From an optimization exercise on the open Yosys and OpenROAD flow, aimed at small area, a short achievable clock period and few clock cycles per item; shortcuts taken in it are not production practice. The RTL was checked by simulation tests, not by an equivalence proof against the original design. No activity file was given, so power comes from the tool's default toggle rates.

**design/flow/design.v**
```verilog
package rspt_pkg;
    localparam logic [1:0] SIGN_ZERO = 2'd0;
    localparam logic [1:0] SIGN_POS  = 2'd1;
    localparam logic [1:0] SIGN_NEG  = 2'd2;
    localparam logic CMD_CHANGE  = 1'b0;
    localparam logic CMD_PRODUCT = 1'b1;
    localparam int unsigned ELEM_W        = 11;
    localparam logic        REG_ELEMENTS  = 1'b0;
    localparam logic [ELEM_W-1:0] ELEMENTS_RESET = 11'd1024;
    localparam int unsigned POS_W = 10;
    localparam int unsigned VAL_W = 8;
    typedef struct packed {
        logic                    cmd;
        logic [POS_W-1:0]        first;
        logic [POS_W-1:0]        last;
        logic signed [VAL_W-1:0] value;
    } t_item;
    typedef enum logic [3:0] {
        ST_CLEAR,
        ST_IDLE,
        ST_UPD_WR,
        ST_UPD_CMB,
        ST_Q_L,
        ST_Q_LD,
        ST_Q_R,
        ST_Q_RD,
        ST_DONE
    } t_state;
    function automatic logic [1:0] sign_of(input logic signed [VAL_W-1:0] v);
        logic [1:0] s;
        if (v == '0) begin
            s = SIGN_ZERO;
        end else if (v[VAL_W-1]) begin
            s = SIGN_NEG;
        end else begin
            s = SIGN_POS;
        end
        sign_of = s;
    endfunction
    function automatic logic [1:0] sign_combine(input logic [1:0] a, input logic [1:0] b);
        logic [1:0] s;
        if (a == SIGN_ZERO || b == SIGN_ZERO) begin
            s = SIGN_ZERO;
        end else if (a == b) begin
            s = SIGN_POS;
        end else begin
            s = SIGN_NEG;
        end
        sign_combine = s;
    endfunction
endpackage
module rspt_cfg (
    input  logic                        i_clk,
    input  logic                        i_rst_n,
    input  logic                        i_psel,
    input  logic                        i_penable,
    input  logic                        i_pwrite,
    input  logic [2:0]                  i_paddr,
    input  logic [31:0]                 i_pwdata,
    output logic [31:0]                 o_prdata,
    output logic                        o_pready,
    output logic [rspt_pkg::ELEM_W-1:0] o_elements
);
    logic [rspt_pkg::ELEM_W-1:0] r_elements;
    logic                        w_wr;
    assign o_pready = 1'b1;
    assign w_wr     = i_psel && i_penable && i_pwrite && (i_paddr[2] == rspt_pkg::REG_ELEMENTS);
    always_ff @(posedge i_clk) begin
        if (!i_rst_n) begin
            r_elements <= rspt_pkg::ELEMENTS_RESET;
        end else if (w_wr) begin
            r_elements <= i_pwdata[rspt_pkg::ELEM_W-1:0];
        end
    end
    always_comb begin
        if (i_paddr[2] == rspt_pkg::REG_ELEMENTS) begin
            o_prdata = {{(32 - rspt_pkg::ELEM_W){1'b0}}, r_elements};
        end else begin
            o_prdata = '0;
        end
    end
    assign o_elements = r_elements;
endmodule
module rspt_ram #(
    parameter int unsigned WIDTH = 2,
    parameter int unsigned DEPTH = 2048
) (
    input  logic                     i_clk,
    input  logic                     i_we,
    input  logic [$clog2(DEPTH)-1:0] i_waddr,
    input  logic [WIDTH-1:0]         i_wdata,
    input  logic [$clog2(DEPTH)-1:0] i_raddr,
    output logic [WIDTH-1:0]         o_rdata
);
    logic [WIDTH-1:0] r_mem [DEPTH];
    logic [WIDTH-1:0] r_rdata;
    always_ff @(posedge i_clk) begin
        if (i_we) begin
            r_mem[i_waddr] <= i_wdata;
        end
    end
    always_ff @(posedge i_clk) begin
        r_rdata <= r_mem[i_raddr];
    end
    assign o_rdata = r_rdata;
endmodule
module rspt_engine #(
    parameter int unsigned MAX_ELEMENTS = 1024
) (
    input  logic                                  i_clk,
    input  logic                                  i_rst_n,
    input  logic [rspt_pkg::ELEM_W-1:0]           i_elements,
    input  logic                                  i_in_valid,
    output logic                                  o_in_ready,
    input  rspt_pkg::t_item                       i_item,
    output logic                                  o_out_valid,
    input  logic                                  i_out_ready,
    output logic [1:0]                            o_out_sign,
    output logic                                  o_out_err,
    output logic                                  o_ram_we,
    output logic [$clog2(2*MAX_ELEMENTS)-1:0]     o_ram_waddr,
    output logic [1:0]                            o_ram_wdata,
    output logic [$clog2(2*MAX_ELEMENTS)-1:0]     o_ram_raddr,
    input  logic [1:0]                            i_ram_rdata
);
    localparam int unsigned IW  = $clog2(2*MAX_ELEMENTS);
    localparam int unsigned LW  = $clog2(2*MAX_ELEMENTS + 1);
    localparam int unsigned NW  = $clog2(MAX_ELEMENTS + 1);
    localparam int unsigned AW  = (NW > rspt_pkg::ELEM_W) ? NW : rspt_pkg::ELEM_W;
    localparam logic [IW-1:0] LAST_NODE = IW'(2*MAX_ELEMENTS - 1);
    localparam logic [LW-1:0] LEAF_BASE = LW'(MAX_ELEMENTS);
    localparam logic [AW-1:0] MAX_CNT   = AW'(MAX_ELEMENTS);
    rspt_pkg::t_state r_state, n_state;
    logic [IW-1:0] r_clr, n_clr;
    logic [LW-1:0] r_p, n_p;
    logic [1:0]    r_val, n_val;
    logic [LW-1:0] r_l, n_l;
    logic [LW-1:0] r_r, n_r;
    logic [1:0]    r_acc, n_acc;
    logic          r_err, n_err;
    logic          r_out_valid;
    logic [1:0]    r_out_sign;
    logic          r_out_err;
    logic [AW-1:0] w_active;
    logic [AW-1:0] w_elem_ext;
    logic          w_accept;
    logic          w_chg_ok;
    logic          w_q_bad;
    logic          w_out_free;
    assign w_elem_ext = AW'(i_elements);
    assign w_active   = (w_elem_ext > MAX_CNT) ? MAX_CNT : w_elem_ext;
    assign w_accept   = i_in_valid && o_in_ready;
    assign w_chg_ok   = (AW'(i_item.first) < w_active);
    assign w_q_bad    = (i_item.first > i_item.last) || (AW'(i_item.last) >= w_active);
    assign w_out_free = !r_out_valid || i_out_ready;
    always_comb begin
        n_state = r_state;
        unique case (r_state)
            rspt_pkg::ST_CLEAR: begin
                if (r_clr == LAST_NODE) begin
                    n_state = rspt_pkg::ST_IDLE;
                end
            end
            rspt_pkg::ST_IDLE: begin
                if (w_accept) begin
                    if (i_item.cmd == rspt_pkg::CMD_CHANGE) begin
                        if (w_chg_ok) begin
                            n_state = rspt_pkg::ST_UPD_WR;
                        end
                    end else if (w_q_bad) begin
                        n_state = rspt_pkg::ST_DONE;
                    end else begin
                        n_state = rspt_pkg::ST_Q_L;
                    end
                end
            end
            rspt_pkg::ST_UPD_WR: begin
                if (r_p == LW'(1)) begin
                    n_state = rspt_pkg::ST_IDLE;
                end else begin
                    n_state = rspt_pkg::ST_UPD_CMB;
                end
            end
            rspt_pkg::ST_UPD_CMB: n_state = rspt_pkg::ST_UPD_WR;
            rspt_pkg::ST_Q_L: begin
                if (!(r_l < r_r)) begin
                    n_state = rspt_pkg::ST_DONE;
                end else if (r_l[0]) begin
                    n_state = rspt_pkg::ST_Q_LD;
                end else begin
                    n_state = rspt_pkg::ST_Q_R;
                end
            end
            rspt_pkg::ST_Q_LD: n_state = rspt_pkg::ST_Q_R;
            rspt_pkg::ST_Q_R: begin
                if (r_r[0]) begin
                    n_state = rspt_pkg::ST_Q_RD;
                end else begin
                    n_state = rspt_pkg::ST_Q_L;
                end
            end
            rspt_pkg::ST_Q_RD: n_state = rspt_pkg::ST_Q_L;
            rspt_pkg::ST_DONE: begin
                if (w_out_free) begin
                    n_state = rspt_pkg::ST_IDLE;
                end
            end
            default: n_state = rspt_pkg::ST_IDLE;
        endcase
    end
    always_comb begin
        o_in_ready  = 1'b0;
        o_ram_we    = 1'b0;
        o_ram_waddr = r_clr;
        o_ram_wdata = rspt_pkg::SIGN_ZERO;
        o_ram_raddr = '0;
        unique case (r_state)
            rspt_pkg::ST_CLEAR: begin
                o_ram_we = 1'b1;
            end
            rspt_pkg::ST_IDLE: begin
                o_in_ready = 1'b1;
            end
            rspt_pkg::ST_UPD_WR: begin
                o_ram_we    = 1'b1;
                o_ram_waddr = r_p[IW-1:0];
                o_ram_wdata = r_val;
                o_ram_raddr = r_p[IW-1:0] ^ IW'(1);
            end
            rspt_pkg::ST_Q_L: begin
                o_ram_raddr = r_l[IW-1:0];
            end
            rspt_pkg::ST_Q_R: begin
                o_ram_raddr = r_r[IW-1:0] - IW'(1);
            end
            rspt_pkg::ST_UPD_CMB, rspt_pkg::ST_Q_LD, rspt_pkg::ST_Q_RD,
            rspt_pkg::ST_DONE: begin
                o_ram_raddr = '0;
            end
            default: begin
                o_ram_we = 1'b0;
            end
        endcase
    end
    always_comb begin
        n_clr = r_clr;
        n_p   = r_p;
        n_val = r_val;
        n_l   = r_l;
        n_r   = r_r;
        n_acc = r_acc;
        n_err = r_err;
        case (r_state)
            rspt_pkg::ST_CLEAR: begin
                n_clr = r_clr + IW'(1);
            end
            rspt_pkg::ST_IDLE: begin
                n_p   = LEAF_BASE + LW'(i_item.first);
                n_val = rspt_pkg::sign_of(i_item.value);
                n_l   = LEAF_BASE + LW'(i_item.first);
                n_r   = LEAF_BASE + LW'(i_item.last) + LW'(1);
                n_acc = w_q_bad ? rspt_pkg::SIGN_ZERO : rspt_pkg::SIGN_POS;
                n_err = w_q_bad;
            end
            rspt_pkg::ST_UPD_CMB: begin
                n_val = rspt_pkg::sign_combine(r_val, i_ram_rdata);
                n_p   = r_p >> 1;
            end
            rspt_pkg::ST_Q_LD: begin
                n_acc = rspt_pkg::sign_combine(r_acc, i_ram_rdata);
                n_l   = r_l + LW'(1);
            end
            rspt_pkg::ST_Q_R: begin
                if (r_r[0]) begin
                    n_r = r_r - LW'(1);
                end else begin
                    n_l = r_l >> 1;
                    n_r = r_r >> 1;
                end
            end
            rspt_pkg::ST_Q_RD: begin
                n_acc = rspt_pkg::sign_combine(r_acc, i_ram_rdata);
                n_l   = r_l >> 1;
                n_r   = r_r >> 1;
            end
            default: begin
                n_clr = r_clr;
            end
        endcase
    end
    always_ff @(posedge i_clk) begin
        if (!i_rst_n) begin
            r_state <= rspt_pkg::ST_CLEAR;
            r_clr   <= '0;
        end else begin
            r_state <= n_state;
            r_clr   <= n_clr;
        end
    end
    always_ff @(posedge i_clk) begin
        r_p   <= n_p;
        r_val <= n_val;
        r_l   <= n_l;
        r_r   <= n_r;
        r_acc <= n_acc;
        r_err <= n_err;
    end
    always_ff @(posedge i_clk) begin
        if (!i_rst_n) begin
            r_out_valid <= 1'b0;
        end else if (r_state == rspt_pkg::ST_DONE && w_out_free) begin
            r_out_valid <= 1'b1;
        end else if (i_out_ready) begin
            r_out_valid <= 1'b0;
        end
    end
    always_ff @(posedge i_clk) begin
        if (r_state == rspt_pkg::ST_DONE && w_out_free) begin
            r_out_sign <= r_acc;
            r_out_err  <= r_err;
        end
    end
    assign o_out_valid = r_out_valid;
    assign o_out_sign  = r_out_sign;
    assign o_out_err   = r_out_err;
endmodule
module range_sign_product_tree #(
    parameter int unsigned MAX_ELEMENTS = 1024
) (
    input  logic        i_clk,
    input  logic        i_rst_n,
    input  logic        i_s_tvalid,
    output logic        o_s_tready,
    input  logic [31:0] i_s_tdata,    
    input  logic        i_s_tuser,    
    output logic        o_m_tvalid,
    input  logic        i_m_tready,
    output logic [7:0]  o_m_tdata,    
    output logic        o_m_tuser,    
    input  logic        i_psel,
    input  logic        i_penable,
    input  logic        i_pwrite,
    input  logic [2:0]  i_paddr,
    input  logic [31:0] i_pwdata,
    output logic [31:0] o_prdata,
    output logic        o_pready
);
    localparam int unsigned IW = $clog2(2*MAX_ELEMENTS);
    logic [rspt_pkg::ELEM_W-1:0] w_elements;
    rspt_pkg::t_item             w_item;
    logic [1:0]                  w_sign;
    logic                        w_ram_we;
    logic [IW-1:0]               w_ram_waddr;
    logic [1:0]                  w_ram_wdata;
    logic [IW-1:0]               w_ram_raddr;
    logic [1:0]                  w_ram_rdata;
    assign w_item.cmd   = i_s_tuser;
    assign w_item.first = i_s_tdata[9:0];
    assign w_item.last  = i_s_tdata[19:10];
    assign w_item.value = i_s_tdata[27:20];
    rspt_cfg u_cfg (
        .i_clk      (i_clk),
        .i_rst_n    (i_rst_n),
        .i_psel     (i_psel),
        .i_penable  (i_penable),
        .i_pwrite   (i_pwrite),
        .i_paddr    (i_paddr),
        .i_pwdata   (i_pwdata),
        .o_prdata   (o_prdata),
        .o_pready   (o_pready),
        .o_elements (w_elements)
    );
    rspt_ram #(
        .WIDTH (2),
        .DEPTH (2*MAX_ELEMENTS)
    ) u_nodes (
        .i_clk   (i_clk),
        .i_we    (w_ram_we),
        .i_waddr (w_ram_waddr),
        .i_wdata (w_ram_wdata),
        .i_raddr (w_ram_raddr),
        .o_rdata (w_ram_rdata)
    );
    rspt_engine #(
        .MAX_ELEMENTS (MAX_ELEMENTS)
    ) u_engine (
        .i_clk       (i_clk),
        .i_rst_n     (i_rst_n),
        .i_elements  (w_elements),
        .i_in_valid  (i_s_tvalid),
        .o_in_ready  (o_s_tready),
        .i_item      (w_item),
        .o_out_valid (o_m_tvalid),
        .i_out_ready (i_m_tready),
        .o_out_sign  (w_sign),
        .o_out_err   (o_m_tuser),
        .o_ram_we    (w_ram_we),
        .o_ram_waddr (w_ram_waddr),
        .o_ram_wdata (w_ram_wdata),
        .o_ram_raddr (w_ram_raddr),
        .i_ram_rdata (w_ram_rdata)
    );
    assign o_m_tdata = {6'b0, w_sign};
endmodule
```
**design/flow/run.sh**
```bash
#!/bin/bash
# synth_recipe.tcl (not shown) runs the flow's synth.tcl, then flattens the netlist and writes it again
# the make line also repeats each setting of config.mk as NAME=value (left out here)
make -C /OpenROAD-flow-scripts/flow DESIGN_CONFIG=/design/flow/config.mk WORK_HOME=/design/flow/orfs CLKGATE_MAP_FILE= SYNTH_SCRIPT=/design/flow/synth_recipe.tcl finish
```
**design/flow/config.mk**
```make
export PLATFORM = sky130hd
export DESIGN_NAME = range_sign_product_tree
export DESIGN_NICKNAME = range_sign_product_tree
export VERILOG_FILES = /design/flow/design.v
export SDC_FILE = /design/flow/constraint.sdc
export NUM_CORES = 4
export LEC_CHECK = 0
export CAP_MARGIN = 20
export CELL_PAD_IN_SITES_DETAIL_PLACEMENT = 1
export CORE_MARGIN = 2
export CORE_UTILIZATION = 30
export PLACE_DENSITY = 0.4
export SLEW_MARGIN = 20
```
**design/flow/constraint.sdc**
```tcl
create_clock -name core_clock -period 8.0 [get_ports {i_clk}]
set_input_delay 1.6000 -clock core_clock [delete_from_list [all_inputs] [get_ports {i_clk}]]
set_output_delay 1.6000 -clock core_clock [all_outputs]
set_load 0.01 [all_outputs]
```
==> out/results.tsv <==
stage	metric	value	unit
route	wl_per_cell	35.5	um
layout	final_util	34.5	%
logic_synthesis	yosysWarningCount	3	
logic_synthesis	synth_edf_count	4139	
global_route	grt_max_degree	231	
route	wirelength	757000	um
worst_setup_path	worstPathMaxFanout	25	
timing	post-route-period-util	81.0	%
clock_network	cts_tree	built	
outcome	status	no timing/DRC/antenna violations	
die	die_w	769	um
timing	worst_pin_slew	1.29	ns
pwr	power.internal	0.0361	W
clock_network	hold_buffers	0	
die	die-area	592000	sq um
logic_synthesis	ys_seq_area_share	71.1	%
layout	mostFrequentLayoutCell	edfxtp_1	
timing	finalSetupViolCount	0	
timing	skew	0.0900	ns
route	drc	0	
pwr	power_switching_share	20.9	%
timing	finalCriticalPeriod	6.48	ns
global_route	track_usage	24.8	%
timing	fmax	154	MHz
layout	final_cell_mix	4139 x edfxtp_1, 2121 x nor2_1, 1969 x nand2_1, 477 x clkbuf_16, 462 x nand3_1	
logic_synthesis	synth_cell_types	94	
route	vias	120000	
pwr	p_leak	59.3	nW
logic_synthesis	synth_ff_type	edfxtp_1	
hold_path	hold_path_class	flip-flop to flip-flop	
timing	rsz0062_at_grt	false	
global_route	grt_pass1_wl	1030000	um
place	port-buffer-count	63	
pwr	p_comb_share	0.8	%
route	dr.pass1.iters	5	
die	core-area	585000	sq um
worst_setup_path	crit_required	8.95	ns
global_route	grt_pass1_vias	123000	
clock_network	cts_buffer_depth	4	
layout	area_growth	14.8	%
clock_network	cts_buffers	468	
route	antenna_left	0	
place	dp_hpwl	435000	um
clock_network	htreeDepth	5	
global_route	antenna_found_initial	103	
logic_synthesis	synth_mux_area_share	4.85	%
die	fp-row-count	281	
route	first_iter_violations	14200	
pwr	vdd_drop_max	211	uV
logic_synthesis	ys_ff_latch	4168	
worst_setup_path	cp-start-kind	flip-flop	
clock_network	cts-resized-gates	0	
logic_synthesis	synthCells	13200	
timing	slew_headroom	13.9	%
worst_setup_path	worstSetupPathType	flip-flop to flip-flop	
timing	hold_viol_final	0	
clock_network	cts_sinks	4168	
worst_setup_path	end_kind	flip-flop	
die	die_h	769	um
clock_network	clkTransAtPathRegs	0.06	ns
layout	fin_area	202000	sq um
timing	fin_setup_tns	0	ns
pwr	p_seq_share	51.9	%
clock_network	cts_setup_buffers	0	
die	start_util	30.0	%
place	placed_area	187000	sq um
layout	fin_nets	13200	
clock_network	cts-root-buf	clkbuf_16	
logic_synthesis	synth_compound_area_share	7.40	%
pwr	clockPowerShare	47.3	%
worst_setup_path	arrival	7.43	ns
run	maxCapViolCount	0	
clock_network	clk_latency	1.08	ns
logic_synthesis	async_flop_share	0	%
route	vias_per_cell	5.64	
layout	layout-drive-gt1-share	11.8	%
timing	slew_violations	0	
logic_synthesis	synth_adder_area_share	0.320	%
global_route	overflow	0	
logic_synthesis	syn_avg_cell_area	13.3	sq um
pwr	switching_power	0.00951	W
place	gp_congestion	0.836	
pwr	cellPowerDensity	226	nW/um^2
logic_synthesis	yosys.area_share.simple	12.9	%
logic_synthesis	synth_xor_xnor_area_share	0.179	%
die	io_pins	119	
logic_synthesis	synth_top_family_by_area	simple AND/OR/NAND/NOR gates	
logic_synthesis	synth.cell_area	176000	sq um
-- path summary, 6_finish.rpt --
check | from | to | slack (ns) | depth (start not counted)
setup / recovery | u_engine.r_r[0] | u_nodes.r_rdata[0] | 1.52 | 16
hold / removal | u_engine.r_err | u_engine.r_out_err | 0.44 | 0
setup reg to reg | u_engine.r_r[0] | u_nodes.r_rdata[0] | 1.52 | 16
hold reg to reg | u_engine.r_err | u_engine.r_out_err | 0.44 | 0
-- metal layers --
metal  vias to the layer above  share of wire (%)  global-route usage (%)
met2                      5141                 47                    40.8
met5                         -              0.017                       0
met3                      1160                7.3                    3.93
met1                     64600                 41                    33.2
met4                        20                4.2                    9.30
li1                      49300                  -                       -
-- synth_stat cells (all sizes together), types with 53 or more instances --
cell type	number	area share [%]
o22ai	96	0.34
nor2	2160	4.6
nor3	117	0.34
a31oi	323	1.2
a221oi	53	0.26
nand2	2024	4.3
mux2i	214	1.2
nand4	75	0.27
clkbuf	555	1.2
a22oi	118	0.50
buf	603	2.0
o21ai	176	0.51
nand3	465	1.3
a211oi	382	1.6
mux4	269	3.4
edfxtp	4139	71
a21oi	255	0.73
and3	410	1.5
a311oi	125	0.62
-- flip-flops by register name, summed over array words and instances, names as in the netlist, 2 cells and up --
name                 cells
u_nodes.r_mem         4096
u_engine.r_p            11
u_engine.r_l            12
u_engine.r_state         4
u_cfg.r_elements        11
u_nodes.r_rdata          2
u_engine.r_out_sign      2
u_engine.r_val           2
u_engine.r_r            12
u_engine.r_acc           2
u_engine.r_clr          11
-- worst max-delay path, stage by stage (launching register included) --
cell,delay (ns)
edfxtp_1,0.58
inv_1,0.22
ha_1,0.38
nand2_1,0.14
a32oi_4,0.87
buf_4,0.65
o21ai_4,0.47
nor2_4,0.20
buf_4,0.62
nand3_1,0.19
nand4_1,0.20
o211a_1,0.17
o41ai_1,0.07
buf_4,0.21
nor4bb_1,0.74
a311oi_1,0.14
o311a_1,0.33
-- kinds of logic (layout without fill, tap and decap cells) --
| group | after synthesis | after routing |
|---|---|---|
| buffers and inverters | 1202 | 1472 |
| DFF | 4168 | 4168 |
| xor gates and xnor gates | 36 | 36 |
| AOI/OAI and AO/OA | 1866 | 1866 |
| muxes | 512 | 512 |
| and+or+nand+nor | 5379 | 5379 |
| other | 2 | 70 |
| adders and majority gates | 45 | 45 |
-- final cells by class --
class                           count  area, sq um
Antenna cell                       42          105
Timing Repair Buffer              568         5780
Multi-Input combinational cell   7866        46000
Sequential cell                  4168       125000
Tap cell                         7782         9740
Inverter                           44          170
Fill cell                       60900       383000
Clock inverter                    282         2720
Clock buffer                      578        12300
-- power groups by stage --
stage / logic (W) / registers [W] / clock network [W]
6_report: 0.000354 / 0.0237 / 0.0216
5_1_grt: 0.000361 / 0.0236 / 0.0227
4_1_cts: 0.000354 / 0.0237 / 0.0219
3_5_place_dp: 0.000354 / 0.0241 / 0
3_3_place_gp: 0.000351 / 0.0241 / 0
2_1_floorplan: 0.000126 / 0.0241 / 0
-- through the flow --
| step | instances | setup slack (ns) | hold WS, ns | power [W] |
|---|---|---|---|---|
| final | 21300 | 1.52 | 0.441 | 0.0456 |
| after floorplan | 13200 | -2.61 | 0.400 | 0.0242 |
| after detailed placement | 20400 | 1.61 | 0.425 | 0.0245 |
| after global routing | 21300 | 1.49 | 0.446 | 0.0467 |
| after CTS | 21300 | 1.63 | 0.439 | 0.0459 |
| after global placement | 20400 | 1.65 | 0.417 | 0.0245 |
Testbench counts, summed over its fixed seeds: cycles 191,291, items 9,600.

separate check: timing with driven ports:
No port has a modelled driver above. Below, the same layout with a new extraction and two added sets of constraints. Step 1: set_driving_cell puts a clkbuf_16 on i_clk and a buf_2 on each other input, an assumption about the parent block. Step 2 also shifts input and output timing later by t, the mid clock arrival at the registers, as if the neighbouring blocks saw the same clock. Three values: ideal ports, drivers, drivers and shift; two values: the first two.
shift t [ns]: 1.154
setup WS [ns]: 1.522 / 1.522 / 1.522
worst setup path at the end: register to register
After both steps this run still meets setup and hold. The setup slack of this run moves by 0.000 ns with the drivers and by 0.000 ns with both steps.
